This design comes from an exercise in tuning for small area on the open sky130 flow, not from production work. Only simulation tests tie the RTL to the original design; equivalence was not proved. Power is estimated from default activity; no workload was simulated.

File: flow/flow/run.sh
#!/bin/bash
# Own layout flow: the standard steps (standard.sh), with two changes to how
# the layout is made: every input and output port gets a buf_1 cell as its port
# buffer (instead of clkdlybuf4s50_1), and clock tree synthesis runs without
# dummy loads and with larger sink clusters. Each step's full output goes to a
# log file of its own in the work folder; ORFS's own logs stay under orfs/logs/.
set -euo pipefail
bash standard.sh synth > log_synth.txt 2>&1
bash standard.sh floorplan > log_floorplan.txt 2>&1
bash standard.sh place "BUFFER_PORTS_ARGS=-buffer_cell sky130_fd_sc_hd__buf_1" > log_place.txt 2>&1
bash standard.sh cts "CTS_ARGS=-sink_clustering_enable -repair_clock_nets -dont_use_dummy_load -sink_clustering_size 25 -sink_clustering_max_diameter 80" > log_cts.txt 2>&1
bash standard.sh finish > log_finish.txt 2>&1
File: flow/standard.sh
#!/bin/bash
# synth_recipe.tcl (not shown) runs the flow's synth.tcl, then flattens the netlist and writes it again
# the make line also repeats each setting of config.mk as NAME=value (left out here)
make -C /OpenROAD-flow-scripts/flow DESIGN_CONFIG=/design/flow/config.mk WORK_HOME=/design/flow/orfs CLKGATE_MAP_FILE= SYNTH_SCRIPT=/design/flow/synth_recipe.tcl "${@:-finish}"
File: flow/config.mk
export PLATFORM = sky130hd
export DESIGN_NAME = rs485_line_receiver_select_top
export DESIGN_NICKNAME = rs485_line_receiver_select_top
export VERILOG_FILES = /design/flow/design.v
export SDC_FILE = /design/flow/constraint.sdc
export NUM_CORES = 4
export LEC_CHECK = 0
export CAP_MARGIN = 20
export CORE_MARGIN = 2
export CORE_UTILIZATION = 40
export GPL_TIMING_DRIVEN = 0
export SLEW_MARGIN = 20
export SYNTH_HIERARCHICAL = 1
File: flow/constraint.sdc
create_clock -name core_clock -period 5.0 [get_ports {clk_i}]
set_input_delay 1.0000 -clock core_clock [delete_from_list [all_inputs] [get_ports {clk_i}]]
set_output_delay 1.0000 -clock core_clock [all_outputs]
set_load 0.01 [all_outputs]
File: flow/design.v
package rlrs_pkg;
  localparam int unsigned LINE_DEPTH = 64;
  localparam int unsigned LINE_AW    = $clog2(LINE_DEPTH);
  localparam int unsigned PREFIX_LEN = 7;
  localparam int unsigned TEXT_LEN   = 9;
  localparam int unsigned IDENT_MAX  = 8;
  localparam logic [8*PREFIX_LEN-1:0] SEL_PREFIX = 56'h20_54_43_45_4C_45_53;
  localparam logic [7:0] CHAR_LF = 8'h0A;
  localparam logic [7:0] CHAR_CR = 8'h0D;
  typedef enum logic [1:0] {
    OP_BYTE = 2'd0,
    OP_ACK  = 2'd1,
    OP_READ = 2'd2
  } op_e;
  typedef enum logic [0:0] {
    CFG_UNIT_IDENT = 1'b0,
    CFG_IDENT_LEN  = 1'b1
  } cfg_idx_e;
  typedef enum logic [2:0] {
    MODE_RECV    = 3'b001,
    MODE_HELD    = 3'b010,
    MODE_DISCARD = 3'b100
  } mode_e;
  typedef struct packed {
    logic [1:0] operation;
    logic [7:0] byte_value;
    logic [5:0] read_index;
  } in_word_t;
  typedef struct packed {
    logic       line_ready;
    logic [5:0] line_length;
    logic       transmit_off;
    logic       discarding;
    logic [7:0] read_data;
  } out_word_t;
  typedef struct packed {
    logic                  prefix_ok;
    logic [LINE_AW-1:0]    length;
    logic [TEXT_LEN*8-1:0] text;
  } sel_line_t;
endpackage
module rlrs_tcell
(
  input  logic q_i,
  input  logic we_i,
  input  logic we_ni,
  input  logic x_i,
  output logic d_o
);
  assign d_o = ~((q_i | we_i) & (x_i | we_ni));
endmodule
module rlrs_rsel3
(
  input  logic [2:0] s_i,
  input  logic [2:0] d_i,
  output logic       y_no
);
  assign y_no = ~((s_i[0] & d_i[0]) | (s_i[1] & d_i[1]) | (s_i[2] & d_i[2]));
endmodule
module rlrs_eq8
(
  input  logic [7:0] a_i,
  input  logic [7:0] b_i,
  output logic       eq_o
);
  assign eq_o = (a_i == b_i);
endmodule
module rlrs_z8
(
  input  logic [7:0] a_i,
  output logic       z_o
);
  assign z_o = (a_i == 8'h00);
endmodule
module rs485_line_receiver_select_top
(
  input  logic        clk_i,
  input  logic        rst_ni,
  input  logic        cfg_we_i,
  input  logic [0:0]  cfg_index_i,
  input  logic [63:0] cfg_data_i,
  input  logic        in_valid_i,
  output logic        in_ready_o,
  input  rlrs_pkg::in_word_t    in_word_i,
  output logic        out_valid_o,
  input  logic        out_ready_i,
  output rlrs_pkg::out_word_t   out_word_o
);
  localparam int unsigned NSTORE = rlrs_pkg::LINE_DEPTH - 1;
  logic [63:0]        unit_ident_q;
  logic               ident_set_q;
  logic [3:0]         n_chars_q;
  logic               held_q, disc_q;
  logic [rlrs_pkg::LINE_AW-1:0] wp_q, wp_d;
  logic [7:0]         rdata_q, rdata_d;
  logic               toff_q, toff_d;
  logic               out_valid_q;
  localparam int unsigned NPLAIN = 16;
  logic [7:0]         line_mem_q [NPLAIN];
  logic [8*(NSTORE-NPLAIN)-1:0] line_alt_q;
  logic               flip_q;
  logic [7:0]         din_alt;
  logic               held_d, disc_d;
  logic               accept;
  logic               eol;
  logic               wr;
  logic               toff;
  logic [NSTORE-1:0]  sel;
  logic [7:0]         rd_data;
  logic [8*rlrs_pkg::PREFIX_LEN-1:0] prefix;
  logic [8*rlrs_pkg::TEXT_LEN-1:0]   text;
  assign accept     = in_valid_i && in_ready_o;
  assign in_ready_o = !out_valid_q || out_ready_i;
  assign eol        = (in_word_i.byte_value == rlrs_pkg::CHAR_LF) || (in_word_i.byte_value == rlrs_pkg::CHAR_CR);
  always_comb begin
    for (int k = 0; k < rlrs_pkg::PREFIX_LEN; k++) prefix[8*k +: 8] = line_mem_q[k];
    for (int k = 0; k < rlrs_pkg::TEXT_LEN; k++)   text[8*k +: 8]   = line_mem_q[rlrs_pkg::PREFIX_LEN + k];
  end
  logic [3:0] n_chars;
  logic [8:0] tin, iin, zt, zi, endt, endi, same, run;
  logic [7:0] eq;
  assign n_chars = ident_set_q ? n_chars_q : 4'd0;
  for (genvar k = 0; k < rlrs_pkg::TEXT_LEN; k++) begin : g_cmp
    rlrs_z8 u_zt (.a_i(text[8*k +: 8]), .z_o(zt[k]));
    if (k < rlrs_pkg::IDENT_MAX) begin : g_id
      rlrs_z8  u_zi (.a_i(unit_ident_q[8*k +: 8]), .z_o(zi[k]));
      rlrs_eq8 u_eq (.a_i(text[8*k +: 8]), .b_i(unit_ident_q[8*k +: 8]), .eq_o(eq[k]));
    end else begin : g_end
      assign zi[k] = 1'b1;
    end
  end
  always_comb begin
    for (int k = 0; k < rlrs_pkg::TEXT_LEN; k++) begin
      tin[k] = rlrs_pkg::LINE_AW'(rlrs_pkg::PREFIX_LEN + k) < wp_q;
      iin[k] = (k < rlrs_pkg::IDENT_MAX) && (4'(k) < n_chars);
    end
    run[0] = 1'b1;
    for (int m = 1; m < rlrs_pkg::TEXT_LEN; m++) run[m] = run[m-1] && tin[m-1] && iin[m-1] && eq[m-1] && !zi[m-1];
    for (int m = 0; m < rlrs_pkg::TEXT_LEN; m++) begin
      endt[m] = !tin[m] || zt[m];
      endi[m] = !iin[m] || zi[m];
      same[m] = run[m] && endt[m] && endi[m];
    end
    toff = (wp_q >= rlrs_pkg::LINE_AW'(rlrs_pkg::PREFIX_LEN)) &&
           (prefix == rlrs_pkg::SEL_PREFIX) && !(|same);
  end
  always_comb begin
    held_d = held_q;
    disc_d = disc_q;
    wp_d   = wp_q;
    wr     = 1'b0;
    toff_d = 1'b0;
    rdata_d = 8'h00;
    case (in_word_i.operation)
      rlrs_pkg::OP_BYTE: begin
        if (disc_q) begin
          if (eol) begin
            disc_d = 1'b0;
            wp_d   = '0;
          end
        end else if (!held_q) begin
          if (eol) begin
            held_d = 1'b1;
            toff_d = toff;
          end else begin
            wr = 1'b1;
            if (wp_q == '1) begin
              disc_d = 1'b1;
              wp_d   = '0;
            end else begin
              wp_d = wp_q + 1'b1;
            end
          end
        end
      end
      rlrs_pkg::OP_ACK: begin
        held_d = 1'b0;
        disc_d = 1'b0;
        wp_d   = '0;
      end
      rlrs_pkg::OP_READ: begin
        if (held_q && in_word_i.read_index < wp_q) begin
          rdata_d = rd_data;
        end
      end
      default: ;
    endcase
  end
  always_ff @(posedge clk_i or negedge rst_ni) begin
    if (!rst_ni) begin
      ident_set_q <= 1'b0;
      n_chars_q   <= '0;
    end else if (cfg_we_i) begin
      case (cfg_index_i)
        rlrs_pkg::CFG_UNIT_IDENT: ident_set_q <= 1'b1;
        rlrs_pkg::CFG_IDENT_LEN:  n_chars_q   <= cfg_data_i[3] ? 4'd8 : {1'b0, cfg_data_i[2:0]};
        default: ;
      endcase
    end
  end
  always_ff @(posedge clk_i) begin
    if (cfg_we_i && cfg_index_i == rlrs_pkg::CFG_UNIT_IDENT) begin
      unit_ident_q <= cfg_data_i;
    end
  end
  always_ff @(posedge clk_i or negedge rst_ni) begin
    if (!rst_ni) begin
      held_q      <= 1'b0;
      disc_q      <= 1'b0;
      wp_q        <= '0;
      out_valid_q <= 1'b0;
    end else begin
      if (accept) begin
        held_q      <= held_d;
        disc_q      <= disc_d;
        wp_q        <= wp_d;
        out_valid_q <= 1'b1;
      end else if (out_ready_i) begin
        out_valid_q <= 1'b0;
      end
    end
  end
  always_ff @(posedge clk_i) begin
    if (accept) begin
      rdata_q <= rdata_d;
      toff_q <= toff_d;
    end
  end
  always_comb begin
    for (int i = 0; i < NSTORE; i++) sel[i] = (wp_q == rlrs_pkg::LINE_AW'(i));
  end
  always_ff @(posedge clk_i) begin
    for (int i = 0; i < NPLAIN; i++) begin
      if (accept && wr && sel[i]) line_mem_q[i] <= in_word_i.byte_value;
    end
  end
  logic [NSTORE-1:NPLAIN] alt_we, alt_we_n;
  logic [8*(NSTORE-NPLAIN)-1:0] line_alt_d;
  assign din_alt = in_word_i.byte_value ^ {8{flip_q}};
  always_comb begin
    for (int i = NPLAIN; i < NSTORE; i++) begin
      alt_we[i]   = accept && wr && sel[i];
      alt_we_n[i] = !(accept && wr && sel[i]);
    end
  end
  for (genvar i = NPLAIN; i < NSTORE; i++) begin : g_alt
    for (genvar b = 0; b < 8; b++) begin : g_bit
      rlrs_tcell u_t (
        .q_i   (line_alt_q[8*(i-NPLAIN) + b]),
        .we_i  (alt_we[i]),
        .we_ni (alt_we_n[i]),
        .x_i   (din_alt[b]),
        .d_o   (line_alt_d[8*(i-NPLAIN) + b])
      );
    end
  end
  always_ff @(posedge clk_i) begin
    flip_q     <= !flip_q;
    line_alt_q <= line_alt_d;
  end
  logic [NSTORE-1:0]  rsel;
  logic [7:0]         rd_raw;
  logic [20:0]        rd_part_n [8];
  logic [8*NSTORE-1:0] mem_flat;
  always_comb begin
    for (int i = 0; i < NSTORE; i++) rsel[i] = (in_word_i.read_index == rlrs_pkg::LINE_AW'(i));
    for (int i = 0; i < NPLAIN; i++) mem_flat[8*i +: 8] = line_mem_q[i];
    mem_flat[8*NSTORE-1:8*NPLAIN] = line_alt_q;
  end
  for (genvar b = 0; b < 8; b++) begin : g_rbit
    for (genvar j = 0; j < 21; j++) begin : g_rgrp
      rlrs_rsel3 u_r (
        .s_i  (rsel[3*j +: 3]),
        .d_i  ({mem_flat[8*(3*j+2) + b], mem_flat[8*(3*j+1) + b], mem_flat[8*(3*j) + b]}),
        .y_no (rd_part_n[b][j])
      );
    end
    assign rd_raw[b] = ~&rd_part_n[b];
  end
  assign rd_data = rd_raw ^ {8{flip_q && in_word_i.read_index >= 6'(NPLAIN)}};
  always_comb begin
    out_word_o.line_ready   = held_q;
    out_word_o.line_length  = held_q ? wp_q : '0;
    out_word_o.transmit_off = toff_q;
    out_word_o.discarding   = disc_q;
    out_word_o.read_data    = rdata_q;
  end
  assign out_valid_o = out_valid_q;
endmodule
==> metrics.csv, run 1 <==
metric,value,unit
grt_pass1_wl,103,mm
min_path_type,flip-flop to flip-flop,
antenna_found_initial,5,
rsz0062_at_grt,no,
synthDistinctLibCells,64,
vias,17400,
place_congestion,0.961,
syn-instance-count,1787,
async_flop_share,2.36,%
cts_tree,done,
status,timing/DRC/antenna clean,
cap_violations,0,
grt_pass1_vias,16600,
holdBufCountCts,0,
yosys_warnings,10,
fin_util,45.4,%
rrSetupSlack,1.46,ns
grt_max_degree,30,
p_per_area,339,mW/mm^2
area_delta_synth_final,12.0,%
wl,68.5,mm
crit_type,input pin to flip-flop,
synth_seq_area_share,63.7,%
cts_buffer_depth,3,
period_share,88.9,%
viasPerCell,6.58,
vdd_drop_max,0.313,mV
fmax,225,MHz
final_cell_mix,"dfxtp_1, o22ai_1, edfxtp_1",
floorplan.initialDensity,40.5,%
period_needed,4.44,ns
grt_usage,23.6,%
drc,0,
synth_seq_cells,592,
synth_nets,1882,
num_io_pins,105,
placeableCoreArea,0.0539,mm^2
hold_viol_final,0,
worstSkewPairLatency,0.62,ns
critPathRequiredTime,5.32,ns
syn_area,0.0219,mm^2
r2r_cells,6,
dpl.hpwl,49.9,mm
wl_per_cell,25.9,um
timing.setup.tns,0,ns
crit_fanout,10,
synth_edf_count,201,
num_rows,85,
die_area,0.0565,mm^2
p_leak,8.26,nW
cts_num_sinks,592,
relSlewSlack,18.5,%
tightestPinTransition,1.22,ns
end_kind,flip-flop,
die_h,238,um
drt_iter0_drc,2771,
final_common_cell,dfxtp_1,
synthFlopType,dfxtp_1,
grt.overflow.total,0,
crit_arrival,4.76,ns
finalSetupViolCount,0,
port_buffers,104,
dp_slack,0.253,ns
drv_slew,0,
cts.repair.resized,0,
drt_pass1_iterations,8,
worstSetupStartpointType,input pin,
setup_ws,0.556,ns
drtAntennaViolNets,0,
p_total,0.00830,W
cts_buffers,30,
skew,0.0385,ns
cts_root_buf,clkbuf_16,
cts.htree.levels,1,
avgSynthCellArea,12.2,um^2
post_cts_buffers,0,
nets,2038,
hold_path_depth,1,
dieWidth,238,um
path_clk_slew,0.09,ns
drive_gt1_share,5.98,%
[layout make-up]
| class | count | area, um^2 |
|---|---|---|
| Antenna cell | 4 | 10.0 |
| Buffer | 35 | 214 |
| Clock buffer | 30 | 751 |
| Fill cell | 4843 | 29400 |
| Inverter | 61 | 229 |
| Multi-Input combinational cell | 1099 | 7650 |
| Sequential cell | 592 | 13900 |
| Tap cell | 696 | 871 |
| Timing Repair Buffer | 124 | 811 |
[flip-flops by register name, summed over array words and instances, names as in the netlist]
name	cells
held_q	1
disc_q	1
out_valid_q	1
flip_q	1
toff_q	1
unit_ident_q	64
line_mem_q	128
rdata_q	8
line_alt_q	376
n_chars_q	4
wp_q	6
ident_set_q	1
[path summary, 6_finish.rpt]
kind | from | to
max | in_word_i[5] | rdata_q[5]$_SDFFCE_PN0P_
min | line_alt_q[6]$_DFF_P_ | line_alt_q[6]$_DFF_P_
max reg2reg | wp_q[2]$_DFFE_PN0P_ | line_alt_q[204]$_DFF_P_
min reg2reg | line_alt_q[6]$_DFF_P_ | line_alt_q[6]$_DFF_P_
max in group asynchronous | rst_ni | disc_q$_DFFE_PN0P_
min in group asynchronous | rst_ni | n_chars_q[0]$_DFFE_PN0P_
[layer usage]
metal	vias to the layer above	part of all wire, %	track usage, %	wire, um
met5	-	0.069	0	47
met4	8	4.7	9.55	3240
met3	196	9.8	4.29	6700
met2	1023	45	37.7	30900
met1	8437	40	31.7	27600
li1	7722	-	-	-
[Yosys stat by module, one instance, submodules excluded]
module / cells inside / times used / area (um^2) / flip-flops and latches
rlrs_eq8: 11 / 8 / 86.3 / 0
rlrs_tcell: 1 / 376 / 6.26 / 0
rlrs_z8: 3 / 17 / 18.8 / 0
rlrs_rsel3: 1 / 168 / 10.0 / 0
rs485_line_receiver_select_top: 1104 / 1 / 16800 / 592
[cell families after synthesis]
kind of cell	share of synthesized area, %
AOI/OAI and AO/OA	20.0
DFF	63.7
and+or+nand+nor	10.4
buffers and inverters	2.02
xor gates and xnor gates	3.21
adders and majority gates	0.515
muxes	0.0973
[power by group]
part	switching (W)	internal, W	leakage, nW
Sequential	0.0000577	0.00503	5.48
Combinational	0.000497	0.000186	2.41
Clock	0.00146	0.00107	0.370
[critical path: stages]
cell      delay [ns]
buf_1           0.24
nand2b_1        0.15
clkbuf_1        0.43
clkbuf_1        0.45
nor2_1          0.26
a222oi_1        0.53
nand4_1         0.34
nor4_1          0.77
nand4_1         0.20
xor2_1          0.30
nor2_1          0.09
[through the flow]
step                      area, um^2  std cells  hold WS, ns
after floorplan                21900       1787        0.421
after global placement         23100       2587        0.429
after detailed placement       23700       2607        0.436
after CTS                      24500       2637        0.447
after global routing           24500       2637        0.459
final                          24500       2641        0.447
[synthesized netlist by cell type (15+ instances only)]
cell	count	share of area [%]
o22ai_1	376	11
xor2_1	16	0.64
a222oi_1	168	7.7
clkbuf_1	17	0.29
inv_1	58	1.0
nand3_1	42	0.96
nand4_1	54	1.5
nand2_1	57	0.98
or4_1	34	1.2
nor2_1	122	2.1
dfxtp_1	377	35
nand3_2	15	0.69
edfxtp_1	201	28
xnor2_1	64	2.6
==> run 2, diff against run 1 <==
==> flow/flow/run.sh (replaced) <==
#!/bin/bash
# Own layout flow: the standard steps (standard.sh), with these changes to
# how the layout is made: every input and output port gets a buf_1 cell as its
# port buffer; the placement repair may not use the three largest buffers
# (it chains smaller ones instead); clock tree synthesis runs without dummy
# loads and with larger sink clusters; the global-route repair downsizes gates
# that have slack. Each step's full output goes to a log file of its own in the
# work folder; ORFS's own logs stay under orfs/logs/.
set -euo pipefail
PLATFORM_DONT_USE=" sky130_fd_sc_hd__probe_p_8 sky130_fd_sc_hd__probec_p_8 sky130_fd_sc_hd__lpflow_bleeder_1 sky130_fd_sc_hd__lpflow_clkbufkapwr_1 sky130_fd_sc_hd__lpflow_clkbufkapwr_16 sky130_fd_sc_hd__lpflow_clkbufkapwr_2 sky130_fd_sc_hd__lpflow_clkbufkapwr_4 sky130_fd_sc_hd__lpflow_clkbufkapwr_8 sky130_fd_sc_hd__lpflow_clkinvkapwr_1 sky130_fd_sc_hd__lpflow_clkinvkapwr_16 sky130_fd_sc_hd__lpflow_clkinvkapwr_2 sky130_fd_sc_hd__lpflow_clkinvkapwr_4 sky130_fd_sc_hd__lpflow_clkinvkapwr_8 sky130_fd_sc_hd__lpflow_decapkapwr_12 sky130_fd_sc_hd__lpflow_decapkapwr_3 sky130_fd_sc_hd__lpflow_decapkapwr_4 sky130_fd_sc_hd__lpflow_decapkapwr_6 sky130_fd_sc_hd__lpflow_decapkapwr_8 sky130_fd_sc_hd__lpflow_inputiso0n_1 sky130_fd_sc_hd__lpflow_inputiso0p_1 sky130_fd_sc_hd__lpflow_inputiso1n_1 sky130_fd_sc_hd__lpflow_inputiso1p_1 sky130_fd_sc_hd__lpflow_inputisolatch_1 sky130_fd_sc_hd__lpflow_isobufsrc_1 sky130_fd_sc_hd__lpflow_isobufsrc_16 sky130_fd_sc_hd__lpflow_isobufsrc_2 sky130_fd_sc_hd__lpflow_isobufsrc_4 sky130_fd_sc_hd__lpflow_isobufsrc_8 sky130_fd_sc_hd__lpflow_isobufsrckapwr_16 sky130_fd_sc_hd__lpflow_lsbuf_lh_hl_isowell_tap_1 sky130_fd_sc_hd__lpflow_lsbuf_lh_hl_isowell_tap_2 sky130_fd_sc_hd__lpflow_lsbuf_lh_hl_isowell_tap_4 sky130_fd_sc_hd__lpflow_lsbuf_lh_isowell_4 sky130_fd_sc_hd__lpflow_lsbuf_lh_isowell_tap_1 sky130_fd_sc_hd__lpflow_lsbuf_lh_isowell_tap_2 sky130_fd_sc_hd__lpflow_lsbuf_lh_isowell_tap_4 "
bash standard.sh synth > log_synth.txt 2>&1
bash standard.sh floorplan > log_floorplan.txt 2>&1
bash standard.sh place "BUFFER_PORTS_ARGS=-buffer_cell sky130_fd_sc_hd__buf_1" "DONT_USE_CELLS=$PLATFORM_DONT_USE sky130_fd_sc_hd__buf_8 sky130_fd_sc_hd__buf_12 sky130_fd_sc_hd__buf_16" > log_place.txt 2>&1
bash standard.sh cts "CTS_ARGS=-sink_clustering_enable -repair_clock_nets -dont_use_dummy_load -sink_clustering_size 25 -sink_clustering_max_diameter 80" > log_cts.txt 2>&1
bash standard.sh finish "RECOVER_POWER=100" > log_finish.txt 2>&1
==> run 2 against run 1 <==
Fmax decreased by 0.19%; clock skew fell by 0.0047 ns; largest power group unchanged; clock power about the same; sequential share of layout area up 0.88 points; area after synthesis unchanged; now fails the layout checks on max-capacitance violations, max-slew violations; power shrank 0.49%; die area did not move; cell area decreased by 1.5%; non-clock buffer count unchanged.
==> metrics.csv, run 2 <==
metric,value,unit,change
hold_viol_final,0,,unchanged
cap_violations,2,,was 0
async_flop_share,2.36,%,unchanged
critPathRequiredTime,5.47,ns,was 5.32 ns
grt.overflow.total,0,,unchanged
drive_gt1_share,4.07,%,was 5.98%
rrSetupSlack,1.49,ns,was 1.46 ns
rsz0062_at_grt,no,,unchanged
timing.setup.tns,0,ns,unchanged
cts_num_sinks,592,,unchanged
synth_area_leaders,"dfxtp_1, edfxtp_1, o22ai_1, a222oi_1, xnor2_1",,unchanged
final_cell_mix,"dfxtp_1, o22ai_1, edfxtp_1",,unchanged
p_total,0.00826,W,was 0.00830 W
nets,2038,,unchanged
area_delta_synth_final,10.2,%,was 12.0%
synth_edf_count,201,,unchanged
cts_buffers,30,,unchanged
fin_util,44.7,%,was 45.4%
viasPerCell,6.54,,was 6.58
place_congestion,0.961,,unchanged
cts_tree,done,,unchanged
worstSkewPairLatency,0.60,ns,was 0.62 ns
synthFlopType,dfxtp_1,,unchanged
hold_path_depth,1,,unchanged
top_regs,"line_alt_q x376, line_mem_q x128, unit_ident_q x64",,unchanged
wl_per_cell,25.9,um,about the same
drtAntennaViolNets,0,,unchanged
cts.htree.levels,1,,unchanged
synth_seq_area_share,63.7,%,unchanged
hold_start,line_alt_q[98]$_DFF_P_,,was line_alt_q[6]$_DFF_P_
fillers,4889,,was 4843
skew,0.0338,ns,was 0.0385 ns
placed_area,0.0235,mm^2,was 0.0237 mm^2
crit_arrival,4.92,ns,was 4.76 ns
end_kind,flip-flop,,unchanged
placeableCoreArea,0.0539,mm^2,unchanged
syn_area,0.0219,mm^2,unchanged
status,finished with violations,,was timing/DRC/antenna clean
cts_root_buf,clkbuf_16,,unchanged
drc,0,,unchanged
period_needed,4.45,ns,was 4.44 ns
path_clk_slew,0.10,ns,was 0.09 ns
drv_slew,41,,was 0
synth_top_area_share,34.5,%,unchanged
yosys-top-cells-count,"dfxtp_1, o22ai_1, edfxtp_1, a222oi_1, nor2_1",,unchanged
synth_nets,1882,,unchanged
holdBufCountCts,0,,unchanged
check-failures,"max-capacitance violations, max-slew violations",,
num_rows,85,,unchanged
post-synth-top-area-cell,dfxtp_1,,unchanged
dpl.hpwl,49.8,mm,was 49.9 mm
p_leak,8.10,nW,was 8.26 nW
crit_fanout,19,,was 10
die_h,238,um,unchanged
grt_max_degree,30,,unchanged
final_common_cell,dfxtp_1,,unchanged
wl,68.4,mm,was 68.5 mm
tightestPinTransition,1.77,ns,was 1.22 ns
min_path_type,flip-flop to flip-flop,,unchanged
largest_register_ffs,376,,unchanged
grt_pass1_vias,16500,,was 16600
fmax,225,MHz,about the same
vias,17300,,was 17400
post_cts_buffers,0,,unchanged
synthDistinctLibCells,64,,unchanged
slowest_stage,clkbuf_1,,was nor4_1
setup_ws,0.548,ns,was 0.556 ns
drt_iter0_drc,2950,,was 2771
antenna_found_initial,5,,unchanged
synth_seq_cells,592,,unchanged
p_per_area,343,mW/mm^2,was 339 mW/mm^2
cts.repair.resized,0,,unchanged
drt_pass1_iterations,10,,was 8
floorplan.initialDensity,40.5,%,unchanged
relSlewSlack,-18.1,%,was 18.5%
grt_usage,23.7,%,was 23.6%
vdd_drop_max,0.290,mV,was 0.313 mV
yosysMostFrequentCell,dfxtp_1,,unchanged
slowest_delay,1.03,ns,was 0.77 ns
cp_cell_sequence,"clkbuf_1, nor3b_1, o211a_4, nor3b_1, and3_1, buf_4, clkbuf_1, nand2_1, inv_1, o22ai_1",,"was buf_1, nand2b_1, clkbuf_1, clkbuf_1, nor2_1, a222oi_1, nand4_1, nor4_1, nand4_1, xor2_1, nor2_1"
regMostFlops,line_alt_q,,unchanged
crit_type,input pin to flip-flop,,unchanged
yosys_warnings,10,,unchanged
grt_pass1_wl,104,mm,was 103 mm
worstSetupStartpointType,input pin,,unchanged
num_io_pins,105,,unchanged
r2r_cells,6,,unchanged
syn-instance-count,1787,,unchanged
final_cell_area,0.0241,mm^2,was 0.0245 mm^2
cts_buffer_depth,3,,unchanged
r2r-end,line_alt_q[206]$_DFF_P_,,was line_alt_q[204]$_DFF_P_
port_buffers,104,,unchanged
avgSynthCellArea,12.2,um^2,unchanged
die_area,0.0565,mm^2,unchanged
hold_end,line_alt_q[98]$_DFF_P_,,was line_alt_q[6]$_DFF_P_
dp_slack,0.268,ns,was 0.253 ns
dieWidth,238,um,unchanged
finalSetupViolCount,0,,unchanged
period_share,89.0,%,was 88.9%
rr_startpoint,wp_q[2]$_DFFE_PN0P_,,unchanged
==> run 2: cell counts after synthesis <==
Identical to the previous run, type by type.
==> run 2: through the flow <==
| step | cells | hold WS (ns) |
|---|---|---|
| 2_1_floorplan | 1787 | 0.421 |
| 3_3_place_gp | 2587 | 0.429 |
| 3_5_place_dp | 2607 | 0.436 |
| 4_1_cts | 2637 | 0.448 |
| 5_1_grt | 2637 | 0.457 |
| 6_report | 2639 | 0.447 |
==> run 2: cell type report <==
cell class | instances | area, um^2 | area share, %
Antenna cell | 2 | 5.00 | 0.0208
Timing Repair Buffer | 124 | 586 | 2.43
Inverter | 61 | 229 | 0.950
Clock buffer | 30 | 751 | 3.12
Buffer | 35 | 183 | 0.758
Sequential cell | 592 | 13900 | 57.8
Multi-Input combinational cell | 1099 | 7540 | 31.3
Tap cell | 696 | 871 | 3.61
==> run 2: cells by family (layout without fill, tap and decap cells) <==
kind of cell | Yosys count | in the layout | synth area share [%]
simple gates | 415 | 415 | 10.4
flops | 592 | 592 | 63.7
other cells | 0 | 2 | 0
compound gates | 593 | 593 | 20.0
buf+inv | 96 | 250 | 2.02
mux | 2 | 2 | 0.0973
fa+ha+maj | 9 | 9 | 0.515
xor+xnor | 80 | 80 | 3.21
==> run 2: critical path, delay by kind of cell <==
family / cells / cell delay [ns]
and+or+nand+nor: 4 / 1.35
AOI/OAI and AO/OA: 2 / 0.47
buffers and inverters: 4 / 2.07
==> run 2: metal layers <==
layer | global-route usage [%] | vias to the layer above | share of wire [%] | wire length, um
met1 | 32.5 | 8373 | 41 | 28300
met3 | 3.94 | 166 | 9.2 | 6280
met5 | 0 | - | 0.067 | 46
met2 | 38.1 | 1008 | 46 | 31300
met4 | 7.70 | 8 | 3.6 | 2480
li1 | - | 7710 | - | -
==> run 2: report_power, final <==
group | total (W) | internal, W | switching [W] | leakage [nW]
clock network | 0.00253 | 0.00106 | 0.00146 | 0.370
logic | 0.000640 | 0.000162 | 0.000477 | 2.25
registers | 0.00509 | 0.00504 | 0.0000567 | 5.48
==> run 2: per-module statistics from Yosys, one instance, submodules excluded <==
module,cells,area (um^2)
rlrs_eq8,11,86.3
rs485_line_receiver_select_top,1104,16800
rlrs_z8,3,18.8
rlrs_tcell,1,6.26
rlrs_rsel3,1,10.0
==> run 2: worst max path at each step <==
stage | startpoint | end | slack [ns] | cells past startpoint
after floorplan | cfg_index_i[0] | unit_ident_q[0]$_DFFE_PP_ | 0.62 | 1
after detailed placement | in_word_i[5] | rdata_q[4]$_SDFFCE_PN0P_ | 0.27 | 11
final | in_word_i[8] | line_alt_q[151]$_DFF_P_ | 0.55 | 10
after global placement | in_word_i[9] | line_alt_q[75]$_DFF_P_ | -1.01 | 3
after CTS | in_word_i[5] | rdata_q[4]$_SDFFCE_PN0P_ | 0.91 | 11
after global routing | in_word_i[8] | line_alt_q[158]$_DFF_P_ | 0.30 | 10
==> run 3, diff against run 2 <==
--- a/flow/flow/run.sh
+++ b/flow/flow/run.sh
@@ -4,6 +4,6 @@
 # port buffer; the placement repair may not use the three largest buffers
 # (it chains smaller ones instead); clock tree synthesis runs without dummy
-# loads and with larger sink clusters; the global-route repair downsizes gates
-# that have slack. Each step's full output goes to a log file of its own in the
+# loads and with larger sink clusters;
+# Each step's full output goes to a log file of its own in the
 # work folder; ORFS's own logs stay under orfs/logs/.
 set -euo pipefail
@@ -13,3 +13,3 @@
 bash standard.sh place "BUFFER_PORTS_ARGS=-buffer_cell sky130_fd_sc_hd__buf_1" "DONT_USE_CELLS=$PLATFORM_DONT_USE sky130_fd_sc_hd__buf_8 sky130_fd_sc_hd__buf_12 sky130_fd_sc_hd__buf_16" > log_place.txt 2>&1
 bash standard.sh cts "CTS_ARGS=-sink_clustering_enable -repair_clock_nets -dont_use_dummy_load -sink_clustering_size 25 -sink_clustering_max_diameter 80" > log_cts.txt 2>&1
-bash standard.sh finish "RECOVER_POWER=100" > log_finish.txt 2>&1
+bash standard.sh finish > log_finish.txt 2>&1
==> run 3 against run 2 <==
The run now finishes clean; utilization up 0.32 points; highest routed layer unchanged; synthesized cell count unchanged; via count up 0.35%; final cell count unchanged; critical endpoint is now rdata_q[3]$_SDFFCE_PN0P_; clock power about the same.
==> metrics.csv, run 3 <==
metric,value,unit,change
largest_register_ffs,376,,unchanged
yosys_warnings,10,,unchanged
r2r-end,line_alt_q[206]$_DFF_P_,,unchanged
critPathRequiredTime,5.33,ns,was 5.47 ns
finalSetupViolCount,0,,unchanged
syn-instance-count,1787,,unchanged
final_common_cell,dfxtp_1,,unchanged
synth_nets,1882,,unchanged
crit_arrival,4.62,ns,was 4.92 ns
dpl.hpwl,49.8,mm,unchanged
cp-startpoint,in_word_i[5],,was in_word_i[8]
synthDistinctLibCells,64,,unchanged
power.switching,0.00201,W,was 0.00200 W
relSlewSlack,21.7,%,was -18.1%
cts_buffer_depth,3,,unchanged
path_clk_slew,0.10,ns,about the same
syn_area,0.0219,mm^2,unchanged
fin_hold_ws,0.447,ns,about the same
synthFlopType,dfxtp_1,,unchanged
rrSetupSlack,1.51,ns,was 1.49 ns
cts.repair.resized,0,,unchanged
dieWidth,238,um,unchanged
port_buffers,104,,unchanged
cts_tree,done,,unchanged
antenna_found_initial,5,,unchanged
p_per_area,341,mW/mm^2,was 343 mW/mm^2
floorplan.initialDensity,40.5,%,unchanged
area_delta_synth_final,11.0,%,was 10.2%
r2r_cells,6,,unchanged
drt_iter0_drc,2892,,was 2950
p_leak,8.18,nW,was 8.10 nW
min_path_type,flip-flop to flip-flop,,unchanged
async_flop_share,2.36,%,unchanged
crit_fanout,10,,was 19
vdd_drop_max,0.290,mV,about the same
wl,68.4,mm,about the same
holdBufCountCts,0,,unchanged
vias,17300,,about the same
post_cts_buffers,0,,unchanged
hold_viol_final,0,,unchanged
crit_type,input pin to flip-flop,,unchanged
post-synth-top-area-cell,dfxtp_1,,unchanged
synth_top_area_share,34.5,%,unchanged
top_regs,"line_alt_q x376, line_mem_q x128, unit_ident_q x64",,unchanged
avgSynthCellArea,12.2,um^2,unchanged
yosysMostFrequentCell,dfxtp_1,,unchanged
yosys-top-cells-count,"dfxtp_1, o22ai_1, edfxtp_1, a222oi_1, nor2_1",,unchanged
nets,2038,,unchanged
drive_gt1_share,5.98,%,was 4.07%
p_int,0.00627,W,was 0.00626 W
rsz0062_at_grt,no,,unchanged
synth_seq_area_share,63.7,%,unchanged
period_share,85.8,%,was 89.0%
grt.overflow.total,0,,unchanged
grt_usage,23.7,%,unchanged
cts_buffers,30,,unchanged
placeableCoreArea,0.0539,mm^2,unchanged
cts_num_sinks,592,,unchanged
worstSetupStartpointType,input pin,,unchanged
drv_slew,0,,was 41
fmax,233,MHz,was 225 MHz
regArea,0.0139,mm^2,unchanged
worstSkewPairLatency,0.60,ns,about the same
period_needed,4.29,ns,was 4.45 ns
place_congestion,0.961,,unchanged
regMostFlops,line_alt_q,,unchanged
multi_input_area,0.00765,mm^2,was 0.00754 mm^2
status,timing/DRC/antenna clean,,was finished with violations
synth_edf_count,201,,unchanged
cts_root_buf,clkbuf_16,,unchanged
grt_max_degree,30,,unchanged
power_frac_seq,61.5,%,was 61.7%
num_rows,85,,unchanged
skew,0.0342,ns,was 0.0338 ns
drc,0,,unchanged
fillers,4868,,was 4889
final_cell_mix,"dfxtp_1, o22ai_1, edfxtp_1",,unchanged
viasPerCell,6.57,,was 6.54
fin_util,45.0,%,was 44.7%
num_io_pins,105,,unchanged
crit_path_end,rdata_q[3]$_SDFFCE_PN0P_,,was line_alt_q[151]$_DFF_P_
rr_startpoint,wp_q[2]$_DFFE_PN0P_,,unchanged
grt_pass1_vias,16500,,unchanged
drt_pass1_iterations,9,,was 10
die_area,0.0565,mm^2,unchanged
cap_violations,0,,was 2
synth_seq_cells,592,,unchanged
wl_per_cell,25.9,um,about the same
die_h,238,um,unchanged
cts.htree.levels,1,,unchanged
swShare,24.3,%,was 24.2%
clockPowerShare,30.5,%,was 30.6%
tightestPinTransition,1.17,ns,was 1.77 ns
synth_area_leaders,"dfxtp_1, edfxtp_1, o22ai_1, a222oi_1, xnor2_1",,unchanged
end_kind,flip-flop,,unchanged
comb_power_share,8.0,%,was 7.7%
drtAntennaViolNets,0,,unchanged
grt_pass1_wl,104,mm,unchanged
[run 3: changes by cell type in the layout (fill, tap and decap cells not counted), moves of 2 or more]
cell,previous run,this run
clkbuf_1,37,16
nand3_1,54,42
nand3_2,4,15
buf_2,7,17
and2_0,7,0
and2_1,0,7
buf_4,3,7
buf_1,93,96
buf_6,16,19
inv_1,60,58
inv_2,0,2
[run 3: worst min path at each step]
stage                                        from                       to  slack [ns]  cells past startpoint
after global placement    line_alt_q[184]$_DFF_P_  line_alt_q[184]$_DFF_P_        0.43                      1
final                      line_alt_q[98]$_DFF_P_   line_alt_q[98]$_DFF_P_        0.45                      1
after floorplan           line_alt_q[112]$_DFF_P_  line_alt_q[112]$_DFF_P_        0.42                      1
after CTS                   line_alt_q[7]$_DFF_P_    line_alt_q[7]$_DFF_P_        0.45                      1
after detailed placement   line_alt_q[88]$_DFF_P_   line_alt_q[88]$_DFF_P_        0.44                      1
after global routing        line_alt_q[0]$_DFF_P_    line_alt_q[0]$_DFF_P_        0.46                      1
[run 3: layout make-up]
type / count / share of cell area, %
Antenna cell: 2 / 0.0206
Buffer: 35 / 0.882
Clock buffer: 30 / 3.09
Inverter: 61 / 0.943
Multi-Input combinational cell: 1099 / 31.5
Sequential cell: 592 / 57.4
Tap cell: 696 / 3.59
Timing Repair Buffer: 124 / 2.53
[run 3: modules after synthesis, one instance, submodules excluded]
module | flip-flops and latches | copies in the design | area, um^2 | cells
rlrs_z8 | 0 | 17 | 18.8 | 3
rlrs_tcell | 0 | 376 | 6.26 | 1
rs485_line_receiver_select_top | 592 | 1 | 16800 | 1104
rlrs_eq8 | 0 | 8 | 86.3 | 11
rlrs_rsel3 | 0 | 168 | 10.0 | 1
[run 3: power groups by stage]
stage	sequential [W]	clock [W]	combinational [W]
final	0.00509	0.00252	0.000664
after global routing	0.00510	0.00274	0.000691
after CTS	0.00509	0.00258	0.000640
after detailed placement	0.00520	0	0.000638
after global placement	0.00520	0	0.000609
after floorplan	0.00518	0	0.000334
[run 3: logic make-up (layout without fill, tap and decap cells)]
kind of cell | after synthesis | in the layout | synth area share [%]
buffers and inverters | 96 | 250 | 2.02
muxes | 2 | 2 | 0.0973
xor gates and xnor gates | 80 | 80 | 3.21
adders and majority gates | 9 | 9 | 0.515
other | 0 | 2 | 0
DFF | 592 | 592 | 63.7
and+or+nand+nor | 415 | 415 | 10.4
AOI/OAI and AO/OA | 593 | 593 | 20.0
[run 3: metrics by stage]
step | setup WS, ns | power, W | instance area, um^2 | setup TNS [ns] | instances
floorplan | 0.623 | 0.00552 | 21900 | 0 | 1787
global placement | -1.01 | 0.00581 | 23100 | -308.08 | 2587
detailed placement | 0.268 | 0.00584 | 23500 | 0 | 2607
CTS | 0.907 | 0.00831 | 24300 | 0 | 2637
global route | 0.554 | 0.00853 | 24300 | 0 | 2637
finish | 0.709 | 0.00828 | 24300 | 0 | 2639
[run 3: routing by layer]
metal  wire length (um)  part of all wire [%]  track usage, %
met5                 51                 0.075               0
met4               2590                   3.8            7.70
met3               6240                   9.1            3.94
met2              31400                    46            38.1
met1              28100                    41            32.5
[run 3: critical path: stages]
cell and delay, ns:
buf_1 0.23, nand2b_1 0.15, clkbuf_1 0.42, clkbuf_1 0.46
nor2_1 0.28, a222oi_1 0.48, nand4_1 0.39, nor4_1 0.65
nand4_1 0.19, xor2_1 0.27, nor2_1 0.07
==> run 4, diff against run 3 <==
--- a/flow/flow/run.sh
+++ b/flow/flow/run.sh
@@ -11,5 +11,5 @@
 bash standard.sh synth > log_synth.txt 2>&1
 bash standard.sh floorplan > log_floorplan.txt 2>&1
-bash standard.sh place "BUFFER_PORTS_ARGS=-buffer_cell sky130_fd_sc_hd__buf_1" "DONT_USE_CELLS=$PLATFORM_DONT_USE sky130_fd_sc_hd__buf_8 sky130_fd_sc_hd__buf_12 sky130_fd_sc_hd__buf_16" > log_place.txt 2>&1
-bash standard.sh cts "CTS_ARGS=-sink_clustering_enable -repair_clock_nets -dont_use_dummy_load -sink_clustering_size 25 -sink_clustering_max_diameter 80" > log_cts.txt 2>&1
+bash standard.sh place "BUFFER_PORTS_ARGS=-buffer_cell sky130_fd_sc_hd__buf_1" "DONT_USE_CELLS=$PLATFORM_DONT_USE sky130_fd_sc_hd__buf_8 sky130_fd_sc_hd__buf_12 sky130_fd_sc_hd__buf_16 sky130_fd_sc_hd__xor2_2 sky130_fd_sc_hd__xor2_4" > log_place.txt 2>&1
+bash standard.sh cts "CTS_ARGS=-sink_clustering_enable -repair_clock_nets -dont_use_dummy_load -sink_clustering_size 30 -sink_clustering_max_diameter 100" > log_cts.txt 2>&1
 bash standard.sh finish > log_finish.txt 2>&1
==> run 4 against run 3 <==
Fmax fell by 0.90%; critical endpoint is now rdata_q[1]$_SDFFCE_PN0P_; synthesized cell count did not move; critical path type unchanged; worst hold slack improved by 0.0046 ns; setup slack got worse by 0.039 ns; sequential power barely moved.
==> metrics.csv, run 4 <==
metric,value,unit,change
yosysMostFrequentCell,dfxtp_1,,unchanged
syn-instance-count,1787,,unchanged
path_clk_slew,0.12,ns,was 0.10 ns
synthFlopType,dfxtp_1,,unchanged
period_share,86.6,%,was 85.8%
post-synth-top-area-cell,dfxtp_1,,unchanged
wl_per_cell,25.7,um,was 25.9 um
min_path_type,flip-flop to flip-flop,,unchanged
rrSetupSlack,1.55,ns,was 1.51 ns
tightestPinTransition,1.19,ns,was 1.17 ns
crit_type,input pin to flip-flop,,unchanged
synth_nets,1882,,unchanged
cts.htree.levels,1,,unchanged
skew,0.0596,ns,was 0.0342 ns
num_io_pins,105,,unchanged
die_area,0.0565,mm^2,unchanged
grt_usage,23.5,%,was 23.7%
finalSetupViolCount,0,,unchanged
post_cts_buffers,0,,unchanged
final_common_cell,dfxtp_1,,unchanged
worstSkewPairLatency,0.61,ns,was 0.60 ns
async_flop_share,2.36,%,unchanged
regArea,0.0139,mm^2,unchanged
hold_viol_final,0,,unchanged
place_congestion,0.961,,unchanged
relSlewSlack,20.1,%,was 21.7%
drv_slew,0,,unchanged
largest_register_ffs,376,,unchanged
grt.overflow.total,0,,unchanged
drc,0,,unchanged
status,timing/DRC/antenna clean,,unchanged
drt_iter0_drc,2774,,was 2892
hold_end,line_alt_q[147]$_DFF_P_,,was line_alt_q[98]$_DFF_P_
avgSynthCellArea,12.2,um^2,unchanged
drive_gt1_share,6.81,%,was 5.98%
p_leak,8.19,nW,was 8.18 nW
grt_max_degree,31,,was 30
port_buffers,104,,unchanged
p_total,0.00805,W,was 0.00828 W
final_cell_mix,"dfxtp_1, o22ai_1, edfxtp_1",,unchanged
worstSetupStartpointType,input pin,,unchanged
syn_area,0.0219,mm^2,unchanged
drtAntennaViolNets,0,,unchanged
area_delta_synth_final,10.2,%,was 11.0%
cts_num_sinks,592,,unchanged
vdd_drop_max,0.274,mV,was 0.290 mV
synth_seq_area_share,63.7,%,unchanged
yosys_warnings,10,,unchanged
top_regs,"line_alt_q x376, line_mem_q x128, unit_ident_q x64",,unchanged
synth_top_area_share,34.5,%,unchanged
synthDistinctLibCells,64,,unchanged
cts_buffers,24,,was 30
cts_tree,done,,unchanged
antenna_found_initial,4,,was 5
crit_fanout,10,,unchanged
slowest_delay,0.65,ns,about the same
hold_path_depth,1,,unchanged
setup_ws,0.671,ns,was 0.709 ns
rr_startpoint,wp_q[2]$_DFFE_PN0P_,,unchanged
vias,17300,,about the same
hold_start,line_alt_q[147]$_DFF_P_,,was line_alt_q[98]$_DFF_P_
cts_root_buf,clkbuf_16,,unchanged
grt_pass1_vias,16600,,was 16500
cp_cell_sequence,"buf_1, nand2b_1, clkbuf_1, clkbuf_1, nor2_1, a222oi_1, nand4_1, nor4_1, nand4_1, xor2_1, nor2_1",,unchanged
fillers,4882,,was 4868
fin_hold_ws,0.452,ns,was 0.447 ns
end_kind,flip-flop,,unchanged
placeableCoreArea,0.0539,mm^2,unchanged
rsz0062_at_grt,no,,unchanged
synth_seq_cells,592,,unchanged
cts.repair.resized,0,,unchanged
grt_pass1_wl,103,mm,was 104 mm
multi_input_area,0.00750,mm^2,was 0.00765 mm^2
period_needed,4.33,ns,was 4.29 ns
dp_slack,0.268,ns,about the same
cap_violations,0,,unchanged
holdBufCountCts,0,,unchanged
num_rows,85,,unchanged
fmax,231,MHz,was 233 MHz
floorplan.initialDensity,40.5,%,unchanged
nets,2066,,was 2038
critPathRequiredTime,5.31,ns,was 5.33 ns
die_h,238,um,unchanged
crit_arrival,4.64,ns,was 4.62 ns
synth_edf_count,201,,unchanged
synth_area_leaders,"dfxtp_1, edfxtp_1, o22ai_1, a222oi_1, xnor2_1",,unchanged
p_per_area,334,mW/mm^2,was 341 mW/mm^2
drt_pass1_iterations,11,,was 9
slowest_stage,nor4_1,,unchanged
viasPerCell,6.50,,was 6.57
dieWidth,238,um,unchanged
dpl.hpwl,50.9,mm,was 49.8 mm
yosys-top-cells-count,"dfxtp_1, o22ai_1, edfxtp_1, a222oi_1, nor2_1",,unchanged
r2r_cells,6,,unchanged
r2r-end,line_alt_q[206]$_DFF_P_,,unchanged
regMostFlops,line_alt_q,,unchanged
cts_buffer_depth,3,,unchanged
wl,68.6,mm,was 68.4 mm
[run 4: how the worst max path moves through the flow]
| stage | slack [ns] | depth (start not counted) | startpoint | end |
|---|---|---|---|---|
| after global routing | 0.57 | 11 | in_word_i[4] | rdata_q[5]$_SDFFCE_PN0P_ |
| after detailed placement | 0.27 | 11 | in_word_i[5] | rdata_q[4]$_SDFFCE_PN0P_ |
| final | 0.67 | 11 | in_word_i[5] | rdata_q[1]$_SDFFCE_PN0P_ |
| after floorplan | 0.62 | 1 | cfg_index_i[0] | unit_ident_q[0]$_DFFE_PP_ |
| after global placement | -1.01 | 3 | in_word_i[9] | line_alt_q[75]$_DFF_P_ |
| after CTS | 0.87 | 11 | in_word_i[5] | rdata_q[4]$_SDFFCE_PN0P_ |
[run 4: logic make-up after synthesis]
logic type / after synthesis / share of synthesized area [%]
XOR/XNOR: 80 / 3.21
multiplexers: 2 / 0.0973
adder cells (fa/ha/maj): 9 / 0.515
AND/OR/NAND/NOR: 415 / 10.4
AO/OA/AOI/OAI: 593 / 20.0
buffers and inverters: 96 / 2.02
flip-flops: 592 / 63.7
[run 4: layer usage]
metal  track usage, %  part of all wire [%]
met5                0                 0.047
met4             7.19                   3.5
met3             3.97                   8.8
met2             38.5                    46
met1             31.9                    42
[run 4: stage by stage]
step | setup TNS, ns | instances | cell area, um^2 | util [%]
floorplan | 0 | 1787 | 21900 | -
global placement | -308.08 | 2587 | 23100 | 42.9
detailed placement | 0 | 2641 | 23500 | 43.5
CTS | 0 | 2665 | 24100 | 44.6
global route | 0 | 2665 | 24100 | 44.7
finish | 0 | 2668 | 24100 | 44.7
[run 4: power breakdown]
part	internal (W)	leakage (nW)	total, W	switching (W)
registers	0.00504	5.48	0.00509	0.0000579
logic	0.000171	2.42	0.000666	0.000495
clock network	0.000867	0.296	0.00229	0.00143
[run 4: Yosys stat by module (local to each module, per instance)]
module | flip-flops and latches | cell area [um^2] | cells
rlrs_z8 | 0 | 18.8 | 3
rs485_line_receiver_select_top | 592 | 16800 | 1104
rlrs_eq8 | 0 | 86.3 | 11
rlrs_rsel3 | 0 | 10.0 | 1
rlrs_tcell | 0 | 6.26 | 1
[run 4: final cells by class]
type | instances | share of cell area, %
Sequential cell | 592 | 57.9
Multi-Input combinational cell | 1099 | 31.1
Tap cell | 696 | 3.62
Timing Repair Buffer | 158 | 3.02
Clock buffer | 24 | 2.49
Inverter | 61 | 0.951
Buffer | 35 | 0.883
Antenna cell | 3 | 0.0312
[run 4: worst max-delay path, delay by kind of cell]
family	cells	cell delay, ns
compound gates	1	0.54
xor+xnor	1	0.28
buf+inv	3	1.12
simple gates	6	1.69

## re-timing with driven ports
The flow's constraints put no driver on any port. The routed layouts listed below were extracted and timed again, unchanged, in two steps. Step 1: set_driving_cell puts a clkbuf_16 on clk_i and a buf_2 on each other input, an assumption about the parent block. Step 2 adds t to the input delays and takes it off the output delays; t is the mean of the earliest and latest rising clock arrival at the registers after step 1. Input paths then give back, and output paths get back, about the clock's delay inside the block. Slacks: ideal / step 1 / step 2; pairs: ideal / step 1.
run	t, ns	setup slack, ns	clock arrival spread, ns	pins driven straight from the clock port
run 1	0.653	0.556 / 0.519 / -0.133	0.039 / 0.039	1
run 2	0.648	0.548 / 0.570 / -0.078	0.050 / 0.050	1
run 3	0.647	0.709 / 0.672 / 0.025	0.051 / 0.050	1
run 4	0.634	0.671 / 0.647 / 0.013	0.059 / 0.060	1
For run 1, which loses most, drivers alone change the setup slack by -0.037 ns; drivers and shift together by -0.689 ns.
